This design comes from an exercise in tuning for a short achievable clock period and few clock cycles per item on the open sky130 flow, not from production work.
The RTL was checked by simulation tests, not by an equivalence proof against the original design.
Power and IR drop assume default switching activity.

==> cedar <==
==> flow/design.v <==
package cpuIsaPkg;
	typedef enum logic [31-27:0] {
		opNop  = 5'd0,
		opAdd  = 5'd1,
		opSub  = 5'd2,
		opAnd  = 5'd3,
		opOr   = 5'd4,
		opAddi = 5'd5,
		opAndi = 5'd6,
		opOri  = 5'd7,
		opLdi  = 5'd8,
		opOut  = 5'd9
	} opcodeT;
	typedef logic [4-1:0] regSelT;
	typedef logic [18:0] immT;
	typedef logic [32-1:0] wordT;
endpackage
package cpuCtrlPkg;
	localparam int OUT_DEPTH = 5;
	localparam int HALF = 16;
endpackage
`timescale 1ns/100ps
module selectEncode (
	input  logic [32-1:0] ir,
	output logic                   isRR,
	output logic                   isImm,
	output logic                   isLdi,
	output logic                   isOut,
	output logic                   isSub,
	output logic                   isAnd,
	output logic                   isOr
);
	logic [31-27:0] op;
	assign op    = ir[31:27];
	assign isRR  = (op == cpuIsaPkg::opAdd) || (op == cpuIsaPkg::opSub) || (op == cpuIsaPkg::opAnd) || (op == cpuIsaPkg::opOr);
	assign isImm = (op == cpuIsaPkg::opAddi) || (op == cpuIsaPkg::opAndi) || (op == cpuIsaPkg::opOri) || (op == cpuIsaPkg::opLdi);
	assign isLdi = (op == cpuIsaPkg::opLdi);
	assign isOut = (op == cpuIsaPkg::opOut);
	assign isSub = (op == cpuIsaPkg::opSub);
	assign isAnd = (op == cpuIsaPkg::opAnd) || (op == cpuIsaPkg::opAndi);
	assign isOr  = (op == cpuIsaPkg::opOr) || (op == cpuIsaPkg::opOri);
endmodule
`timescale 1ns/100ps
module registerFile (
	input  logic                      clock,
	input  logic                      arstN,
	input  logic [16-1:0]     wsel,
	input  logic [32-1:0]    wdata,
	input  logic [16-1:0]     selA,
	input  logic [16-1:0]     selB,
	output logic [32-1:0]    rdA,
	output logic [32-1:0]    rdB
);
	logic [32-1:0] regs [16];
	always_ff @(posedge clock or negedge arstN) begin
		if (!arstN) begin
			for (int i = 0; i < 16; i++) begin
				regs[i] <= '0;
			end
		end else begin
			for (int i = 0; i < 16; i++) begin
				if (wsel[i]) begin
					regs[i] <= wdata;
				end
			end
		end
	end
	always_comb begin
		rdA = '0;
		rdB = '0;
		for (int i = 0; i < 16; i++) begin
			rdA = rdA | ({32{selA[i]}} & regs[i]);
			rdB = rdB | ({32{selB[i]}} & regs[i]);
		end
	end
endmodule
`timescale 1ns/100ps
module aluUnit #(
	parameter int H = 16
) (
	input  logic [H-1:0] aReg,
	input  logic [H-1:0] bReg,
	input  logic [H-1:0] z,
	input  logic         fwdA,
	input  logic         fwdB,
	input  logic         cin,
	input  logic         selNN,
	input  logic         selZB,
	input  logic         selAZ,
	input  logic         selAnZ,
	input  logic         selZZa,
	input  logic         selZZs,
	input  logic         selAnd,
	input  logic         selOr,
	output logic [H-1:0] bOut,
	output logic [H-1:0] result,
	output logic         cout
);
	logic [H-1:0] a;
	logic [H-1:0] b;
	logic [H+1:0] sumNN, sumZB, sumAZ, sumAnZ;
	assign sumNN  = {1'b0, aReg, cin} + {1'b0, bReg, cin};
	assign sumZB  = {1'b0, z, cin}    + {1'b0, bReg, cin};
	assign sumAZ  = {1'b0, aReg, cin} + {1'b0, z, cin};
	assign sumAnZ = {1'b0, aReg, cin} + {1'b0, ~z, cin};
	assign a    = fwdA ? z : aReg;
	assign b    = fwdB ? z : bReg;
	assign bOut = b;
	assign result = ({H{selNN}}  & sumNN[H:1])
	              | ({H{selZB}}  & sumZB[H:1])
	              | ({H{selAZ}}  & sumAZ[H:1])
	              | ({H{selAnZ}} & sumAnZ[H:1])
	              | ({H{selZZa}} & {z[H-2:0], cin})
	              | ({H{selZZs}} & {H{~cin}})
	              | ({H{selAnd}} & (a & b))
	              | ({H{selOr}}  & (a | b));
	assign cout = (selNN  & sumNN[H+1])
	            | (selZB  & sumZB[H+1])
	            | (selAZ  & sumAZ[H+1])
	            | (selAnZ & sumAnZ[H+1])
	            | (selZZa & z[H-1])
	            | (selZZs & cin);
endmodule
`timescale 1ns/100ps
module controlUnit (
	input  logic                   clock,
	input  logic                   arstN,
	input  logic                   acceptOut,
	input  logic                   push,
	input  logic [32-1:0] pushData,
	output logic                   instrReady,
	output logic [32-1:0] outData,
	output logic                   outValid,
	input  logic                   outReady
);
	localparam int N = cpuCtrlPkg::OUT_DEPTH;
	logic [32-1:0] q  [N];
	logic [N-1:0]           qv;
	logic [32-1:0] s  [N];
	logic [N-1:0]           sv;
	logic                   pop;
	logic                   headHold;
	logic [32-1:0] head, headCopy, headNext;
	logic [N:0]             owed;
	logic [N:0]             owedNext;
	assign pop = qv[0] & outReady;
	always_comb begin
		for (int k = 0; k < N; k++) begin
			if (pop) begin
				s[k]  = (k == N-1) ? q[k] : q[k+1];
				sv[k] = (k == N-1) ? 1'b0 : qv[k+1];
			end else begin
				s[k]  = q[k];
				sv[k] = qv[k];
			end
		end
	end
	always_comb begin
		case ({acceptOut, pop})
			2'b10:   owedNext = {owed[N-1:0], 1'b1};
			2'b01:   owedNext = {1'b0, owed[N:1]};
			default: owedNext = owed;
		endcase
	end
	always_comb begin
		if (push && !sv[0])
			headNext = pushData;
		else
			headNext = s[0];
	end
	assign headHold = qv[0] & !outReady;
	always_ff @(posedge clock) begin
		head <= headHold ? headCopy : headNext;
		if (push || pop) begin
			headCopy <= headNext;
		end
		for (int k = 1; k < N; k++) begin
			if (push && !sv[k] && sv[k-1]) begin
				q[k] <= pushData;
			end else begin
				q[k] <= s[k];
			end
		end
	end
	always_ff @(posedge clock or negedge arstN) begin
		if (!arstN) begin
			qv         <= '0;
			owed       <= '0;
			instrReady <= 1'b0;
		end else begin
			for (int k = 0; k < N; k++) begin
				qv[k] <= push && !sv[k] && (k == 0 || sv[k-1]) ? 1'b1 : sv[k];
			end
			owed       <= owedNext;
			instrReady <= !owedNext[N-1];
		end
	end
	assign q[0]     = head;
	assign outData  = head;
	assign outValid = qv[0];
endmodule
`timescale 1ns/100ps
module cpuTop (
	input  logic                   clock,
	input  logic                   arstN,
	input  logic [32-1:0] instrData,
	input  logic                   instrValid,
	output logic                   instrReady,
	output logic [32-1:0] outData,
	output logic                   outValid,
	input  logic                   outReady
);
	localparam int H = cpuCtrlPkg::HALF;
	localparam int W = 32;
	logic accept;
	logic            pRR, pImm, pLdi, pOut, pSub, pAnd, pOr;
	logic [4-1:0] pa, pb, pc, pbSel;
	logic            pZeroA, pUseB;
	cpuIsaPkg::wordT ir;
	logic            vD;
	logic            isRR, isImm, isOut, isSub, isAnd, isOr;
	logic            zeroA, useB;
	logic [16-1:0] selA, selB, dstOH;
	logic            h1A, h1B, h2A, h2B, h3A, h3B;
	cpuIsaPkg::wordT immExt;
	cpuIsaPkg::wordT rdA, rdB;
	logic            wrD, addT;
	cpuIsaPkg::wordT aNext, bNext;
	logic [H-1:0]    aL1, bL1;
	logic [W-H-1:0]  aH1, bH1;
	logic            f1A1, f1B1, h2A1, h2B1, sub1;
	logic            sNN1, sZB1, sAZ1, sAnZ1, sZZa1, sZZs1, sAnd1, sOr1;
	logic            wen1, out1;
	logic [4-1:0] dst1;
	logic [16-1:0] dstOH1;
	logic [H-1:0]    bOutL, resL;
	logic            coutL;
	logic [H-1:0]    zL;
	logic [W-H-1:0]  aH2, bH2;
	logic            c16;
	logic            f1A2, f1B2;
	logic            sNN2, sZB2, sAZ2, sAnZ2, sZZa2, sZZs2, sAnd2, sOr2;
	logic            wen2, out2;
	logic [4-1:0] dst2;
	logic [16-1:0] dstOH2;
	logic [H-1:0]    outL;
	logic [W-H-1:0]  bOutH, resH;
	logic            coutH;
	logic [W-H-1:0]  zH;
	logic [H-1:0]    zL2;
	logic [16-1:0] dstOHW;
	assign accept = instrValid & instrReady;
	selectEncode u_selectEncode (
		.ir(instrData), .isRR(pRR), .isImm(pImm), .isLdi(pLdi), .isOut(pOut),
		.isSub(pSub), .isAnd(pAnd), .isOr(pOr)
	);
	assign pa     = instrData[26:23];
	assign pb     = instrData[22:19];
	assign pc     = instrData[18:15];
	assign pbSel  = pOut ? pa : pc;
	assign pZeroA = pLdi & (pb == '0);
	assign pUseB  = !pImm;
	always_ff @(posedge clock) begin
		ir    <= instrData;
		isRR  <= pRR;
		isImm <= pImm;
		isOut <= pOut;
		isSub <= pSub;
		isAnd <= pAnd;
		isOr  <= pOr;
		zeroA <= pZeroA;
		useB  <= pUseB;
		for (int i = 0; i < 16; i++) begin
			selA[i]  <= (pb == i) & !pZeroA;
			selB[i]  <= (pbSel == i);
			dstOH[i] <= (pa == i) & (pRR | pImm);
		end
		h1A <= wrD  & (ir[26:23] == pb) & !pZeroA;
		h1B <= wrD  & (ir[26:23] == pbSel) & pUseB;
		h2A <= wen1 & (dst1 == pb) & !pZeroA;
		h2B <= wen1 & (dst1 == pbSel) & pUseB;
		h3A <= wen2 & (dst2 == pb);
		h3B <= wen2 & (dst2 == pbSel);
	end
	always_ff @(posedge clock or negedge arstN) begin
		if (!arstN) begin
			vD <= 1'b0;
		end else begin
			vD <= accept;
		end
	end
	assign immExt = {{(W - 18 - 1){ir[18]}}, ir[18:0]};
	assign wrD    = vD & (isRR | isImm);
	assign addT   = !isAnd & !isOr;
	registerFile u_registerFile (
		.clock(clock), .arstN(arstN),
		.wsel(dstOHW), .wdata({zH, zL2}),
		.selA(selA), .selB(selB),
		.rdA(rdA), .rdB(rdB)
	);
	always_comb begin
		if (zeroA)
			aNext = '0;
		else if (h2A)
			aNext = {rdA[W-1:H], zL};
		else if (h3A)
			aNext = {zH, zL2};
		else
			aNext = rdA;
		if (isImm)
			bNext = immExt;
		else if (h2B)
			bNext = {rdB[W-1:H], zL};
		else if (h3B)
			bNext = {zH, zL2};
		else
			bNext = rdB;
		if (isSub)
			bNext = ~bNext;
	end
	always_ff @(posedge clock) begin
		aL1 <= aNext[H-1:0];
		bL1 <= bNext[H-1:0];
		aH1 <= aNext[W-1:H];
		bH1 <= bNext[W-1:H];
	end
	always_ff @(posedge clock) begin
		f1A1  <= h1A;
		f1B1  <= h1B;
		h2A1  <= h2A & !h1A;
		h2B1  <= h2B & !h1B;
		sub1  <= isSub;
		sNN1  <= addT & !h1A & !h1B;
		sZB1  <= addT & h1A & !h1B;
		sAZ1  <= addT & !h1A & h1B & !isSub;
		sAnZ1 <= addT & !h1A & h1B & isSub;
		sZZa1 <= addT & h1A & h1B & !isSub;
		sZZs1 <= addT & h1A & h1B & isSub;
		sAnd1 <= isAnd;
		sOr1  <= isOr;
		dst1  <= ir[26:23];
	end
	always_ff @(posedge clock or negedge arstN) begin
		if (!arstN) begin
			wen1  <= 1'b0;
			out1  <= 1'b0;
			dstOH1 <= '0;
		end else begin
			wen1  <= wrD;
			out1  <= vD & isOut;
			dstOH1 <= vD ? dstOH : '0;
		end
	end
	aluUnit #(.H(H)) u_aluLow (
		.aReg(aL1), .bReg(bL1), .z(zL),
		.fwdA(f1A1), .fwdB(f1B1), .cin(sub1),
		.selNN(sNN1), .selZB(sZB1), .selAZ(sAZ1), .selAnZ(sAnZ1),
		.selZZa(sZZa1), .selZZs(sZZs1), .selAnd(sAnd1), .selOr(sOr1),
		.bOut(bOutL), .result(resL), .cout(coutL)
	);
	always_ff @(posedge clock) begin
		zL   <= resL;
		outL <= bOutL;
		aH2  <= h2A1 ? zH : aH1;
		bH2  <= h2B1 ? (sub1 ? ~zH : zH) : bH1;
	end
	always_ff @(posedge clock) begin
		c16   <= coutL;
		f1A2  <= f1A1;
		f1B2  <= f1B1;
		sNN2  <= sNN1;
		sZB2  <= sZB1;
		sAZ2  <= sAZ1;
		sAnZ2 <= sAnZ1;
		sZZa2 <= sZZa1;
		sZZs2 <= sZZs1;
		sAnd2 <= sAnd1;
		sOr2  <= sOr1;
		dst2  <= dst1;
	end
	always_ff @(posedge clock or negedge arstN) begin
		if (!arstN) begin
			wen2  <= 1'b0;
			out2  <= 1'b0;
			dstOH2 <= '0;
		end else begin
			wen2  <= wen1;
			out2  <= out1;
			dstOH2 <= dstOH1;
		end
	end
	aluUnit #(.H(W-H)) u_aluHigh (
		.aReg(aH2), .bReg(bH2), .z(zH),
		.fwdA(f1A2), .fwdB(f1B2), .cin(c16),
		.selNN(sNN2), .selZB(sZB2), .selAZ(sAZ2), .selAnZ(sAnZ2),
		.selZZa(sZZa2), .selZZs(sZZs2), .selAnd(sAnd2), .selOr(sOr2),
		.bOut(bOutH), .result(resH), .cout(coutH)
	);
	always_ff @(posedge clock) begin
		zH  <= resH;
		zL2 <= zL;
	end
	always_ff @(posedge clock or negedge arstN) begin
		if (!arstN) begin
			dstOHW <= '0;
		end else begin
			dstOHW <= dstOH2;
		end
	end
	controlUnit u_controlUnit (
		.clock(clock), .arstN(arstN),
		.acceptOut(accept & pOut),
		.push(out2), .pushData({bOutH, outL}),
		.instrReady(instrReady),
		.outData(outData), .outValid(outValid), .outReady(outReady)
	);
endmodule
==> flow/flow/run.sh <==
#!/bin/bash
# The standard layout, with timing repair aimed at a 2.7 ns clock (a
# setup margin of 5.8 ns on the design's 8.5 ns period) instead of the
# period itself. The make output goes to make.log in the work folder; each
# ORFS step keeps its own log under orfs/logs.
set -euo pipefail
bash standard.sh SETUP_SLACK_MARGIN=5.8 finish > make.log 2>&1
==> flow/standard.sh <==
#!/bin/bash
# synth_recipe.tcl (not shown) runs the flow's synth.tcl, then flattens the netlist and writes it again
# the make line also repeats each setting of config.mk as NAME=value (left out here)
make -C /OpenROAD-flow-scripts/flow DESIGN_CONFIG=/design/flow/config.mk WORK_HOME=/design/flow/orfs CLKGATE_MAP_FILE= SYNTH_SCRIPT=/design/flow/synth_recipe.tcl "${@:-finish}"
==> flow/config.mk <==
export PLATFORM = sky130hd
export DESIGN_NAME = cpuTop
export DESIGN_NICKNAME = cpuTop
export VERILOG_FILES = /design/flow/design.v
export SDC_FILE = /design/flow/constraint.sdc
export NUM_CORES = 4
export LEC_CHECK = 0
export CAP_MARGIN = 20
export CORE_MARGIN = 2
export CORE_UTILIZATION = 35
export CTS_CLUSTER_DIAMETER = 80
export CTS_CLUSTER_SIZE = 25
export SLEW_MARGIN = 20
==> flow/constraint.sdc <==
create_clock -name core_clock -period 8.5 [get_ports {clock}]
set_input_delay 1.7000 -clock core_clock [delete_from_list [all_inputs] [get_ports {clock}]]
set_output_delay 1.7000 -clock core_clock [all_outputs]
set_load 0.01 [all_outputs]
==> inputs of willow, as changes to cedar <==
- CORE_UTILIZATION: 35 -> 55
- PLACE_DENSITY: default -> 0.75
==> inputs of ember, as changes to cedar <==
==> flow/run.sh (new file) <==
#!/bin/bash
# synth_recipe.tcl (not shown) runs the flow's synth.tcl, then flattens the netlist and writes it again
# the make line also repeats each setting of config.mk as NAME=value (left out here)
make -C /OpenROAD-flow-scripts/flow DESIGN_CONFIG=/design/flow/config.mk WORK_HOME=/design/flow/orfs CLKGATE_MAP_FILE= SYNTH_SCRIPT=/design/flow/synth_recipe.tcl finish
- SETUP_SLACK_MARGIN: default -> 5
removed: flow/flow/run.sh
removed: flow/standard.sh
==> key figures <==
STA
  – Highest clock frequency the design can meet: 0.3455 GHz
  – Fin Clk Skew: 59.62 ps

Cells and area
  – Highest-count cells in the layout ignoring fill and taps: 626 x mux2_2, 560 x dfrtp_1, 250 x a22oi_1

Pwr
  – Seq pwr: 6.43 mW
  – Ratio of total power to cell area: 222.3 mW/mm²
  – Part of the power in registers: 51.0%

Floorplanning
  – Std-Cell Rows: 138

Hold path
  – Startpoint of the lowest-slack hold path: dstOH2[10]

Outcome
  – Status: complete, no violations

Critical path
  – Crit. Startpoint: u_controlUnit.qv[0]
That was cedar.
==> key figures <==
Outcome
  – Status: complete, no violations

Cells and area
  – Highest-count cells in the layout ignoring fill and taps: 659 x mux2_2, 561 x dfrtp_1, 269 x dfxtp_1

Synthesis
  – Synthesized-area fraction occupied by xor and xnor cells: 2.446%

Critical path
  – Class of the most critical setup path: register to primary output
  – Crit. Startpoint: u_controlUnit.qv[0]
  – Reg-to-reg slack, setup: 5140 ps

Pwr
  – Part of the power in registers: 52.3%
  – Seq pwr: 6.41 mW
  – Net switching power of the design: 4.076 mW
  – Ratio of total power to cell area: 224.4 mW/mm²
  – Logic pwr share: 23.2%

STA
  – Headroom to the max-slew limit: 14.34%
  – Fin Clk Skew: 32.71 ps

Floorplanning
  – Std-Cell Rows: 138

Route
  – Wire length on met2: 67.65 mm

CTS
  – Buffer levels on the longest clock path: 3

Hold path
  – Startpoint of the lowest-slack hold path: dstOH2[6]

Place
  – Port buffer count: 69
That was ember.
==> key figures <==
Cells and area
  – Highest-count cells in the layout ignoring fill and taps: 626 x mux2_2, 560 x dfrtp_1, 250 x a22oi_1
  – Nonclk inv count: 101

STA
  – Post-route clock period utilization: 33.95%
  – Highest clock frequency the design can meet: 0.3465 GHz

Route
  – Number of nets with antenna violations after routing: 0

Pwr
  – Seq pwr: 6.41 mW
  – Ratio of total power to cell area: 224.7 mW/mm²
  – Logic pwr share: 26.2%

Hold path
  – Startpoint of the lowest-slack hold path: dstOH2[5]

Critical path
  – Crit. Startpoint: u_controlUnit.instrReady

Floorplanning
  – Std-Cell Rows: 110

Synthesis
  – Cell taking the most area after synthesis: dfrtp_1

Outcome
  – Status: complete, no violations
That was willow.
Testbench counts of cedar, summed over its fixed seeds: cycles 16,032, instrs 16,000.
Testbench counts of willow, summed over its fixed seeds: cycles 16,032, instrs 16,000.
Testbench counts of ember, summed over its fixed seeds: cycles 16,032, instrs 16,000.

re-timing with driven ports:
Ports are ideal in the flow. The routed layouts listed here were re-timed in OpenROAD. Step 1: set_driving_cell puts a clkbuf_16 on clock and a buf_2 on each other input, an assumption about the parent block. Step 2 also shifts input and output timing later by t, the mid clock arrival at the registers, as if the neighbouring blocks saw the same clock. a / b / c = no drivers / after step 1 / after step 2; a / b = the first two.
run | shift t [ns] | slack for setup (ns) | worst setup path after step 2 | pins driven straight from the clock port
cedar | 0.758 | 5.605 / 5.528 / 5.148 | input to register | 1
willow | 0.722 | 5.614 / 5.546 / 5.115 | input to register | 1
ember | 0.754 | 5.088 / 5.009 / 4.393 | input to register | 1
After both steps setup and hold are still met in every run listed. The setup slack of ember, which loses most, moves by -0.079 ns with the drivers and by -0.695 ns with both steps.
